This is an optimization exercise on Yosys and OpenROAD, whose aim is small area, a short achievable clock period and few clock cycles per item, not a production implementation.
RTL that was checked went through simulation tests only; none was proved equivalent to the original.

Setup of main:
Design idct_top, start of the top module:
module idct_top (
	input logic Clock,
	input logic Resetn,
	input logic start,
	input logic coef_we,
	input logic [5:0] coef_addr,
	input logic [15:0] coef_data_in,
	output logic pixel_valid,
	output logic [5:0] pixel_index,
	output logic [7:0] pixel_value,
	output logic busy,
	output logic done
);
clock: 11.0 ns
lec_check: 0
cap_margin: 20
core_margin: 2
core_utilization: 40
cts_cluster_diameter: 150
cts_cluster_size: 20
slew_margin: 20
standard.sh (not shown) runs the stock make flow with config.mk's settings and CLKGATE_MAP_FILE= SYNTH_SCRIPT=/design/flow/synth_recipe.tcl, a recipe that flattens the netlist after the stock synthesis.
==> flow/flow/run.sh <==
#!/bin/bash
# Standard synthesis; then the inverters that synthesis leaves between full
# adders are removed (flow/fixinv.py flips adders, a full adder being
# self-dual); then the standard layout, with timing repair aimed at
# flow/margin.txt ns of setup slack.
set -euo pipefail
MARGIN=$(cat flow/margin.txt)
R=orfs/results/${FLOW_PLATFORM}/idct_top/base
bash standard.sh synth > synth.log 2>&1
python3 flow/fixinv.py $R/1_2_yosys.v $R/1_2_yosys_fixinv.v > fixinv.log 2>&1
cp $R/1_2_yosys.v $R/1_2_yosys_orig.v
cp $R/1_2_yosys_fixinv.v $R/1_2_yosys.v
rm -f $R/1_synth.odb $R/1_synth.sdc
bash standard.sh SETUP_SLACK_MARGIN=$MARGIN MATCH_CELL_FOOTPRINT=0 finish > layout.log 2>&1
Other scripts of this flow, unchanged in this note and not shown: flow/flow/fixinv.py, flow/flow/margin.txt
Testbench counts of main, summed over its fixed seeds: cycles 13,856, blocks 96.
Input-level comparison between the feature branch and main:
diff --git a/flow/design.v b/flow/design.v
--- a/flow/design.v
+++ b/flow/design.v
@@ -88,14 +88,15 @@
 `timescale 1ns/1ps
 module idct_coef_ring (
 	input logic Clock,
 	input logic wr_en,
 	input logic [2:0] wr_pos,
 	input logic [2:0] wr_slot,
 	input logic [15:0] wr_data,
+	input logic wr_inv,
 	output logic [127:0] head,
 	output logic [127:0] next_head
 );
 	logic [1023:0] ring;
 	logic [1023:0] shifted;
 	logic [127:0] wrapped;
 	logic [1023:0] pol;
@@ -117,15 +118,15 @@
 	assign wrapped[2*16 +: 16] = ~ring_true[6*16 +: 16];
 	assign wrapped[5*16 +: 16] = ~ring_true[7*16 +: 16];
 	assign shifted = {wrapped, ring_true[1023:128]};
 	always_ff @(posedge Clock) begin
 		for (int p = 0; p < 8; p++) begin
 			for (int s = 0; s < 8; s++) begin
 				if (wr_en && (wr_pos == 3'(p)) && (wr_slot == 3'(s))) begin
-					ring[p*128 + s*16 +: 16] <= wr_data ^ {16{p[0]}};
+					ring[p*128 + s*16 +: 16] <= wr_data ^ {16{wr_inv ^ p[0]}};
 				end else begin
 					ring[p*128 + s*16 +: 16] <= shifted[p*128 + s*16 +: 16] ^ {16{p[0]}};
 				end
 			end
 		end
 	end
 endmodule
@@ -140,14 +141,15 @@
 	input logic coef_we,
 	input logic [5:0] coef_addr,
 	input logic [15:0] coef_data_in,
 	output logic ring_we,
 	output logic [2:0] ring_pos,
 	output logic [2:0] ring_slot,
 	output logic [15:0] ring_data,
+	output logic ring_inv,
 	output logic [5:0] tau,
 	output logic hold_load,
 	output logic [2:0] col_step,
 	output logic pixel_valid,
 	output logic [5:0] pixel_index,
 	output logic busy,
 	output logic done
@@ -177,15 +179,16 @@
 	assign q1 = tau2[2:0];
 	assign wu = coef_addr[5:3];
 	assign wn = tau2[5:3] + {2'b00, (wu < q1)};
 	assign wmap = idct_pkg::wr_map(wn, coef_addr[2:0]);
 	always_ff @(posedge Clock) begin
 		ring_pos <= wu - q1;
 		ring_slot <= wmap[2:0];
-		ring_data <= coef_data_in ^ {16{wmap[3]}};
+		ring_data <= coef_data_in;
+		ring_inv <= wmap[3];
 	end
 	assign tau1 = tau + 6'd1;
 	assign busy_i = waiting || run;
 	assign hold_load = (tau[2:0] == 3'(7 + ROW_LAT));
 	assign col_step = tau[2:0] - 3'(ROW_LAT);
 	assign tau_pix = tau1 - 6'(DLY);
 	always_comb begin
@@ -3522,14 +3525,15 @@
 );
 	localparam int ROW_LAT = idct_pkg::ROW_LAT;
 	localparam int COL_LAT = idct_pkg::COL_LAT;
 	logic ring_we;
 	logic [2:0] ring_pos;
 	logic [2:0] ring_slot;
 	logic [15:0] ring_data;
+	logic ring_inv;
 	logic [5:0] tau;
 	logic hold_load;
 	logic [2:0] col_step;
 	logic [127:0] head;
 	logic [127:0] next_head;
 	logic [16:0] y04;
 	logic signed [21:0] t;
@@ -3543,28 +3547,30 @@
 		.coef_we(coef_we),
 		.coef_addr(coef_addr),
 		.coef_data_in(coef_data_in),
 		.ring_we(ring_we),
 		.ring_pos(ring_pos),
 		.ring_slot(ring_slot),
 		.ring_data(ring_data),
+		.ring_inv(ring_inv),
 		.tau(tau),
 		.hold_load(hold_load),
 		.col_step(col_step),
 		.pixel_valid(pixel_valid),
 		.pixel_index(pixel_index),
 		.busy(busy),
 		.done(done)
 	);
 	idct_coef_ring i_ring (
 		.Clock(Clock),
 		.wr_en(ring_we),
 		.wr_pos(ring_pos),
 		.wr_slot(ring_slot),
 		.wr_data(ring_data),
+		.wr_inv(ring_inv),
 		.head(head),
 		.next_head(next_head)
 	);
 	always_ff @(posedge Clock) begin
 		y04 <= {next_head[15], next_head[15:0]} + {next_head[79], next_head[79:64]};
 	end
 	idct_rowdot i_row (
[summary]
- Compared the feature branch against main; latest clock arrival within the worst-skew pair within noise.
- Cmp the feature branch vs main: fmax higher in the feature branch
- Higher total routed wire length on the met1 layer goes to the feature branch over main.
- Changes observed in the feature branch relative to main: sequential share of layout area has decreased, wire length of the first global-routing pass increased by 7.3% relative to the old numbers, total of plain and repair buffers excluding clock buffers higher.
- The feature branch ends up with a worst path buffer plus inverter count that is 1 higher than in main.
- Final cell area: the feature branch above main
- Summary: with main as the reference, synthesized netlist cell count in the feature branch moved up by a few percent.
For the feature branch, only the layout was checked, not whether the RTL still works.

static timing again, ports no longer ideal:
No port has a modelled driver above. Below, the same layouts with a new extraction and two added sets of constraints.
Step 1: set_driving_cell puts a clkbuf_16 on Clock and a buf_2 on each other input, an assumption about the parent block.
Step 2 times the ports against the registers' clock, not the clock port: input delays grow and output delays shrink by t, the midpoint of the rising clock arrivals with the driver on.
Three values: ideal, step 1, step 2; two values: the first two.
run	t (ns)	setup slack, ns	clock arrival spread, ns
main	0.825	7.319 / 7.319 / 6.559	0.057 / 0.057
the feature branch	0.829	7.365 / 7.365 / 6.833	0.052 / 0.052
After both steps setup and hold are still met in every run listed. The setup slack of main, which loses most, moves by 0.000 ns with the drivers and by -0.760 ns with both steps.
